From an optimization exercise on the open Yosys and OpenROAD flow, aimed at small area, a short achievable clock period and few clock cycles per item; shortcuts taken in it are not production practice.
RTL that was checked went through simulation tests only; none was proved equivalent to the original.
No activity file was given, so power comes from the tool's default toggle rates.

==> inputs of job 1886 <==
## cnn_dvcon
module cnn_dvcon
(
  input  logic               aclk,
  input  logic               aresetn,
  input  logic [cnn_dvcon_pkg::TDATA_W-1:0] s_axis_tdata,
  input  logic               s_axis_tvalid,
  output logic               s_axis_tready,
  output logic [cnn_dvcon_pkg::ACC_W-1:0]   m_axis_tdata,
  output logic               m_axis_tvalid,
  input  logic               m_axis_tready
);
clock: 8.0 ns
lec_check: 0
cap_margin: 20
core_margin: 2
core_utilization: 40
slew_margin: 20
synth_hierarchical: 1
standard.sh (not shown) runs the stock make flow with config.mk's settings and CLKGATE_MAP_FILE= SYNTH_SCRIPT=/design/flow/synth_recipe.tcl, a recipe that flattens the netlist after the stock synthesis.
==> flow/flow/run.sh <==
#!/bin/bash
# Standard layout (the standard.sh), except that the port buffers are
# sky130_fd_sc_hd__buf_2 cells rather than the delay cells buffer_ports picks by default.
set -e
export BUFFER_PORTS_ARGS="-buffer_cell sky130_fd_sc_hd__buf_2"
bash standard.sh > standard_flow.log 2>&1
==> job 5377 (differences from job 1886) <==
--- a/flow/design.v
+++ b/flow/design.v
@@ -14,26 +14,16 @@
   input  logic b,
   input  logic c,
   output logic s,
   output logic co
 );
   assign s  = a ^ b ^ c;
   assign co = (a & b) | (a & c) | (b & c);
 endmodule
-module cnn_dvcon_ha
-(
-  input  logic a,
-  input  logic b,
-  output logic s,
-  output logic co
-);
-  assign s  = a ^ b;
-  assign co = a & b;
-endmodule
 module cnn_dvcon_bsel
 (
   input  logic one,
   input  logic two,
   input  logic neg,
   input  logic x1,
   input  logic x0,
   output logic p
@@ -1855,28 +1845,28 @@
   logic fs_550;
   logic fc_550;
   logic fs_551;
   logic fc_551;
   logic fs_552;
   logic fc_552;
   logic fs_553;
   logic fc_553;
-  logic hs_0;
-  logic hc_0;
   logic fs_554;
   logic fc_554;
   logic fs_555;
   logic fc_555;
   logic fs_556;
   logic fc_556;
   logic fs_557;
   logic fc_557;
-  logic hs_1;
-  logic hc_1;
+  logic fs_558;
+  logic fc_558;
+  logic fs_559;
+  logic fc_559;
   logic r1_r0_fs_3;
   logic r1_r0_fs_14;
   logic r1_fs_462;
   logic r1_fs_464;
   logic r1_fs_468;
   logic r1_fs_473;
   logic r1_fs_480;
   logic r1_fs_488;
@@ -1889,23 +1879,21 @@
   logic r1_fs_528;
   logic r1_fc_518;
   logic r1_fc_528;
   logic r1_fs_537;
   logic r1_fc_537;
   logic r1_fs_544;
   logic r1_fc_544;
   logic r1_fs_550;
-  logic r1_hs_0;
-  logic r1_fc_550;
-  logic r1_fs_556;
-  logic r1_hs_1;
-  logic r1_fc_556;
-  logic r1_fc_557;
-  logic r1_hc_1;
+  logic r1_fs_554;
+  logic r1_fs_557;
+  logic r1_fs_559;
+  logic r1_fc_558;
+  logic r1_fc_559;
   logic en;
   logic [ACC_W-1:0] rowa, rowb, msum, sum;
   logic [2:1] vld;
   assign en = !m_axis_tvalid || m_axis_tready;
   assign s_axis_tready = en;
   assign m_axis_tvalid = vld[2];
   always_ff @(posedge aclk or negedge aresetn)
     if (!aresetn) vld <= '0;
@@ -3045,23 +3033,23 @@
   cnn_dvcon_fa u_fa546 (.a(r0_fs_455), .b(r0_fc_445), .c(r0_fs_456), .s(fs_546), .co(fc_546));
   cnn_dvcon_fa u_fa547 (.a(r0_fc_446), .b(fc_538), .c(fc_539), .s(fs_547), .co(fc_547));
   cnn_dvcon_fa u_fa548 (.a(fs_545), .b(fs_546), .c(fc_540), .s(fs_548), .co(fc_548));
   cnn_dvcon_fa u_fa549 (.a(fc_541), .b(fs_547), .c(fc_542), .s(fs_549), .co(fc_549));
   cnn_dvcon_fa u_fa550 (.a(fs_548), .b(fc_543), .c(fs_549), .s(fs_550), .co(fc_550));
   cnn_dvcon_fa u_fa551 (.a(r0_fc_456), .b(r0_fs_459), .c(r0_fs_460), .s(fs_551), .co(fc_551));
   cnn_dvcon_fa u_fa552 (.a(fc_545), .b(fc_546), .c(fs_551), .s(fs_552), .co(fc_552));
   cnn_dvcon_fa u_fa553 (.a(fc_547), .b(fs_552), .c(fc_548), .s(fs_553), .co(fc_553));
-  cnn_dvcon_ha u_ha0 (.a(fc_549), .b(fs_553), .s(hs_0), .co(hc_0));
-  cnn_dvcon_fa u_fa554 (.a(r0_fc_459), .b(r0_fs_461), .c(r0_fc_460), .s(fs_554), .co(fc_554));
-  cnn_dvcon_fa u_fa555 (.a(fc_551), .b(fs_554), .c(fc_552), .s(fs_555), .co(fc_555));
-  cnn_dvcon_fa u_fa556 (.a(fs_555), .b(fc_553), .c(hc_0), .s(fs_556), .co(fc_556));
-  assign fs_557 = ~(fc_554 ^ r0_fc_461);
-  assign fc_557 = fc_554 | r0_fc_461;
-  cnn_dvcon_ha u_ha1 (.a(fs_557), .b(fc_555), .s(hs_1), .co(hc_1));
+  cnn_dvcon_fa u_fa554 (.a(fc_549), .b(fs_553), .c(fc_550), .s(fs_554), .co(fc_554));
+  cnn_dvcon_fa u_fa555 (.a(r0_fc_459), .b(r0_fs_461), .c(r0_fc_460), .s(fs_555), .co(fc_555));
+  cnn_dvcon_fa u_fa556 (.a(fc_551), .b(fs_555), .c(fc_552), .s(fs_556), .co(fc_556));
+  cnn_dvcon_fa u_fa557 (.a(fs_556), .b(fc_553), .c(fc_554), .s(fs_557), .co(fc_557));
+  assign fs_558 = ~(fc_555 ^ r0_fc_461);
+  assign fc_558 = fc_555 | r0_fc_461;
+  cnn_dvcon_fa u_fa559 (.a(fs_558), .b(fc_556), .c(fc_557), .s(fs_559), .co(fc_559));
   always_ff @(posedge aclk)
     if (en) begin
       r0_fs_3 <= fs_3;
       r0_fs_14 <= fs_14;
       r0_fs_31 <= fs_31;
       r0_fc_14 <= fc_14;
       r0_fs_32 <= fs_32;
       r0_fs_55 <= fs_55;
@@ -3200,22 +3188,20 @@
       r1_fs_528 <= fs_528;
       r1_fc_518 <= fc_518;
       r1_fc_528 <= fc_528;
       r1_fs_537 <= fs_537;
       r1_fc_537 <= fc_537;
       r1_fs_544 <= fs_544;
       r1_fc_544 <= fc_544;
       r1_fs_550 <= fs_550;
-      r1_hs_0 <= hs_0;
-      r1_fc_550 <= fc_550;
-      r1_fs_556 <= fs_556;
-      r1_hs_1 <= hs_1;
-      r1_fc_556 <= fc_556;
-      r1_fc_557 <= fc_557;
-      r1_hc_1 <= hc_1;
+      r1_fs_554 <= fs_554;
+      r1_fs_557 <= fs_557;
+      r1_fs_559 <= fs_559;
+      r1_fc_558 <= fc_558;
+      r1_fc_559 <= fc_559;
     end
-  assign rowa = {1'b1, r1_fc_557, r1_hs_1, r1_fs_556, r1_hs_0, r1_fc_544, r1_fc_537, r1_fc_528, r1_fs_528, r1_fs_518, r1_fc_497, r1_fc_488, r1_fs_488, r1_fs_480, r1_fs_473, r1_fs_468, r1_fs_464, r1_fs_462, r1_r0_fs_14, r1_r0_fs_3};
-  assign rowb = {1'b0, r1_hc_1, r1_fc_556, 1'b0, r1_fc_550, r1_fs_550, r1_fs_544, r1_fs_537, r1_fc_518, 1'b0, r1_fs_507, r1_fs_497, r1_fc_480, 1'b0, 1'b0, 1'b0, 1'b0, 1'b0, 1'b0, 1'b0};
+  assign rowa = {1'b1, r1_fc_558, r1_fs_559, r1_fs_557, r1_fs_554, r1_fc_544, r1_fc_537, r1_fc_528, r1_fs_528, r1_fs_518, r1_fc_497, r1_fc_488, r1_fs_488, r1_fs_480, r1_fs_473, r1_fs_468, r1_fs_464, r1_fs_462, r1_r0_fs_14, r1_r0_fs_3};
+  assign rowb = {1'b0, r1_fc_559, 1'b0, 1'b0, 1'b0, r1_fs_550, r1_fs_544, r1_fs_537, r1_fc_518, 1'b0, r1_fs_507, r1_fs_497, r1_fc_480, 1'b0, 1'b0, 1'b0, 1'b0, 1'b0, 1'b0, 1'b0};
   assign msum = rowa + rowb;
   assign sum = ~msum;
   assign m_axis_tdata = sum;
 endmodule
==> flow/config.mk (replaced) <==
export PLATFORM = sky130hd
export DESIGN_NAME = cnn_dvcon
export DESIGN_NICKNAME = cnn_dvcon
export VERILOG_FILES = /design/flow/design.v
export SDC_FILE = /design/flow/constraint.sdc
export NUM_CORES = 4
export LEC_CHECK = 0
export ABC_CLOCK_PERIOD_IN_PS = 1000
export CAP_MARGIN = 20
export CORE_MARGIN = 2
export CORE_UTILIZATION = 40
export SLEW_MARGIN = 20
export SYNTH_HIERARCHICAL = 1
==> job 4620 (differences from job 1886) <==
--- a/flow/design.v
+++ b/flow/design.v
@@ -14,26 +14,16 @@
   input  logic b,
   input  logic c,
   output logic s,
   output logic co
 );
   assign s  = a ^ b ^ c;
   assign co = (a & b) | (a & c) | (b & c);
 endmodule
-module cnn_dvcon_ha
-(
-  input  logic a,
-  input  logic b,
-  output logic s,
-  output logic co
-);
-  assign s  = a ^ b;
-  assign co = a & b;
-endmodule
 module cnn_dvcon_bsel
 (
   input  logic one,
   input  logic two,
   input  logic neg,
   input  logic x1,
   input  logic x0,
   output logic p
@@ -1855,28 +1845,28 @@
   logic fs_550;
   logic fc_550;
   logic fs_551;
   logic fc_551;
   logic fs_552;
   logic fc_552;
   logic fs_553;
   logic fc_553;
-  logic hs_0;
-  logic hc_0;
   logic fs_554;
   logic fc_554;
   logic fs_555;
   logic fc_555;
   logic fs_556;
   logic fc_556;
   logic fs_557;
   logic fc_557;
-  logic hs_1;
-  logic hc_1;
+  logic fs_558;
+  logic fc_558;
+  logic fs_559;
+  logic fc_559;
   logic r1_r0_fs_3;
   logic r1_r0_fs_14;
   logic r1_fs_462;
   logic r1_fs_464;
   logic r1_fs_468;
   logic r1_fs_473;
   logic r1_fs_480;
   logic r1_fs_488;
@@ -1889,23 +1879,21 @@
   logic r1_fs_528;
   logic r1_fc_518;
   logic r1_fc_528;
   logic r1_fs_537;
   logic r1_fc_537;
   logic r1_fs_544;
   logic r1_fc_544;
   logic r1_fs_550;
-  logic r1_hs_0;
-  logic r1_fc_550;
-  logic r1_fs_556;
-  logic r1_hs_1;
-  logic r1_fc_556;
-  logic r1_fc_557;
-  logic r1_hc_1;
+  logic r1_fs_554;
+  logic r1_fs_557;
+  logic r1_fs_559;
+  logic r1_fc_558;
+  logic r1_fc_559;
   logic en;
   logic [ACC_W-1:0] rowa, rowb, msum, sum;
   logic [2:1] vld;
   assign en = !m_axis_tvalid || m_axis_tready;
   assign s_axis_tready = en;
   assign m_axis_tvalid = vld[2];
   always_ff @(posedge aclk or negedge aresetn)
     if (!aresetn) vld <= '0;
@@ -3045,23 +3033,23 @@
   cnn_dvcon_fa u_fa546 (.a(r0_fs_455), .b(r0_fc_445), .c(r0_fs_456), .s(fs_546), .co(fc_546));
   cnn_dvcon_fa u_fa547 (.a(r0_fc_446), .b(fc_538), .c(fc_539), .s(fs_547), .co(fc_547));
   cnn_dvcon_fa u_fa548 (.a(fs_545), .b(fs_546), .c(fc_540), .s(fs_548), .co(fc_548));
   cnn_dvcon_fa u_fa549 (.a(fc_541), .b(fs_547), .c(fc_542), .s(fs_549), .co(fc_549));
   cnn_dvcon_fa u_fa550 (.a(fs_548), .b(fc_543), .c(fs_549), .s(fs_550), .co(fc_550));
   cnn_dvcon_fa u_fa551 (.a(r0_fc_456), .b(r0_fs_459), .c(r0_fs_460), .s(fs_551), .co(fc_551));
   cnn_dvcon_fa u_fa552 (.a(fc_545), .b(fc_546), .c(fs_551), .s(fs_552), .co(fc_552));
   cnn_dvcon_fa u_fa553 (.a(fc_547), .b(fs_552), .c(fc_548), .s(fs_553), .co(fc_553));
-  cnn_dvcon_ha u_ha0 (.a(fc_549), .b(fs_553), .s(hs_0), .co(hc_0));
-  cnn_dvcon_fa u_fa554 (.a(r0_fc_459), .b(r0_fs_461), .c(r0_fc_460), .s(fs_554), .co(fc_554));
-  cnn_dvcon_fa u_fa555 (.a(fc_551), .b(fs_554), .c(fc_552), .s(fs_555), .co(fc_555));
-  cnn_dvcon_fa u_fa556 (.a(fs_555), .b(fc_553), .c(hc_0), .s(fs_556), .co(fc_556));
-  assign fs_557 = ~(fc_554 ^ r0_fc_461);
-  assign fc_557 = fc_554 | r0_fc_461;
-  cnn_dvcon_ha u_ha1 (.a(fs_557), .b(fc_555), .s(hs_1), .co(hc_1));
+  cnn_dvcon_fa u_fa554 (.a(fc_549), .b(fs_553), .c(fc_550), .s(fs_554), .co(fc_554));
+  cnn_dvcon_fa u_fa555 (.a(r0_fc_459), .b(r0_fs_461), .c(r0_fc_460), .s(fs_555), .co(fc_555));
+  cnn_dvcon_fa u_fa556 (.a(fc_551), .b(fs_555), .c(fc_552), .s(fs_556), .co(fc_556));
+  cnn_dvcon_fa u_fa557 (.a(fs_556), .b(fc_553), .c(fc_554), .s(fs_557), .co(fc_557));
+  assign fs_558 = ~(fc_555 ^ r0_fc_461);
+  assign fc_558 = fc_555 | r0_fc_461;
+  cnn_dvcon_fa u_fa559 (.a(fs_558), .b(fc_556), .c(fc_557), .s(fs_559), .co(fc_559));
   always_ff @(posedge aclk)
     if (en) begin
       r0_fs_3 <= fs_3;
       r0_fs_14 <= fs_14;
       r0_fs_31 <= fs_31;
       r0_fc_14 <= fc_14;
       r0_fs_32 <= fs_32;
       r0_fs_55 <= fs_55;
@@ -3200,22 +3188,20 @@
       r1_fs_528 <= fs_528;
       r1_fc_518 <= fc_518;
       r1_fc_528 <= fc_528;
       r1_fs_537 <= fs_537;
       r1_fc_537 <= fc_537;
       r1_fs_544 <= fs_544;
       r1_fc_544 <= fc_544;
       r1_fs_550 <= fs_550;
-      r1_hs_0 <= hs_0;
-      r1_fc_550 <= fc_550;
-      r1_fs_556 <= fs_556;
-      r1_hs_1 <= hs_1;
-      r1_fc_556 <= fc_556;
-      r1_fc_557 <= fc_557;
-      r1_hc_1 <= hc_1;
+      r1_fs_554 <= fs_554;
+      r1_fs_557 <= fs_557;
+      r1_fs_559 <= fs_559;
+      r1_fc_558 <= fc_558;
+      r1_fc_559 <= fc_559;
     end
-  assign rowa = {1'b1, r1_fc_557, r1_hs_1, r1_fs_556, r1_hs_0, r1_fc_544, r1_fc_537, r1_fc_528, r1_fs_528, r1_fs_518, r1_fc_497, r1_fc_488, r1_fs_488, r1_fs_480, r1_fs_473, r1_fs_468, r1_fs_464, r1_fs_462, r1_r0_fs_14, r1_r0_fs_3};
-  assign rowb = {1'b0, r1_hc_1, r1_fc_556, 1'b0, r1_fc_550, r1_fs_550, r1_fs_544, r1_fs_537, r1_fc_518, 1'b0, r1_fs_507, r1_fs_497, r1_fc_480, 1'b0, 1'b0, 1'b0, 1'b0, 1'b0, 1'b0, 1'b0};
+  assign rowa = {1'b1, r1_fc_558, r1_fs_559, r1_fs_557, r1_fs_554, r1_fc_544, r1_fc_537, r1_fc_528, r1_fs_528, r1_fs_518, r1_fc_497, r1_fc_488, r1_fs_488, r1_fs_480, r1_fs_473, r1_fs_468, r1_fs_464, r1_fs_462, r1_r0_fs_14, r1_r0_fs_3};
+  assign rowb = {1'b0, r1_fc_559, 1'b0, 1'b0, 1'b0, r1_fs_550, r1_fs_544, r1_fs_537, r1_fc_518, 1'b0, r1_fs_507, r1_fs_497, r1_fc_480, 1'b0, 1'b0, 1'b0, 1'b0, 1'b0, 1'b0, 1'b0};
   assign msum = rowa + rowb;
   assign sum = ~msum;
   assign m_axis_tdata = sum;
 endmodule
==> summary.txt <==
Wire length: job 1886 is smaller than job 5377 (2.4%). Global-route usage is the same in job 5377 and job 4620. Area after synthesis: job 4620 is higher than job 1886 (1.3%). Between job 5377 and job 1886, the lower combinational power is in job 1886 (gap about 3%, measured against job 1886). In worst hold slack, job 1886 and job 5377 hardly differ. Between job 1886 and job 5377, the lower die area is in job 1886 (gap about 1.2%, measured against job 5377). In count of clock-buffer cells in the layout, job 4620 and job 5377 do not differ. In flip-flop and latch count, job 4620 and job 5377 do not differ.
==> figures <==
Overall power: job 4620 8.82 mW; job 1886 8.60 mW; job 5377 8.82 mW
Result of the run: job 4620 finished clean; job 1886 finished clean; job 5377 finished clean
Hold Path End: job 4620 r1_r0_fs_3; job 1886 r1_r0_fs_14; job 5377 r1_r0_fs_3
Number of DRC violations after detailed-routing iteration 0: job 4620 963; job 1886 1,186; job 5377 963
Share of the synthesized area in compound gates (AO/OA/AOI/OAI): job 4620 0.754%; job 1886 0.863%; job 5377 0.754%
Clock input transition at the sequential cells of the worst setup and hold paths: job 4620 0.06 ns; job 1886 0.07 ns; job 5377 0.06 ns
Met3 track demand over resource: job 4620 9.48%; job 1886 7.30%; job 5377 9.48%
Effective utilization at floorplan: job 4620 40.4%; job 1886 40.6%; job 5377 40.4%
Non-clock inverter instance count of the final layout: job 4620 41; job 1886 40; job 5377 41
Total clock network power: job 4620 0.872 mW; job 1886 0.822 mW; job 5377 0.872 mW
Xor/xnor cell area share of the yosys netlist: job 4620 0.319%; job 1886 0.369%; job 5377 0.319%
Drt first pass iters: job 4620 5; job 1886 6; job 5377 5
Sequential cells: job 4620 153; job 1886 155; job 5377 153
FF-to-FF setup slack: job 4620 3.82 ns; job 1886 4.69 ns; job 5377 3.82 ns
Seq area share: job 4620 21.8%; job 1886 22.1%; job 5377 21.8%
Antenna violations before repair: job 4620 7; job 1886 12; job 5377 7
Launch point of the critical path: job 4620 r0_fc_365; job 1886 s_axis_tdata[104]; job 5377 r0_fc_365
Testbench counts of job 5377, summed over its fixed seeds: cycles 16,016, items 16,000.
Testbench counts of job 4620, summed over its fixed seeds: cycles 16,016, items 16,000.
The RTL of job 1886 was laid out without a check of its function.

separate check: timing with driven ports:
Ports are ideal in the flow. The routed layouts listed here were re-timed in OpenROAD.
Step 1: set_driving_cell puts a clkbuf_16 on aclk and a buf_2 on each other input, an assumption about the parent block.
Step 2 also shifts input and output timing later by t, the mid clock arrival at the registers, as if the neighbouring blocks saw the same clock.
a / b / c = ideal ports / drivers / drivers and shift; a / b = the first two.
run | t, ns | slack for setup (ns) | cell pins on the clock port's net
job 1886 | 0.487 | 3.804 / 3.819 / 3.343 | 1
job 5377 | 0.484 | 3.821 / 3.781 / 3.367 | 1
job 4620 | 0.484 | 3.821 / 3.781 / 3.367 | 1
After both steps every run listed still meets setup and hold. For job 1886, which loses most, drivers alone change the setup slack by +0.015 ns; drivers and shift together by -0.461 ns.
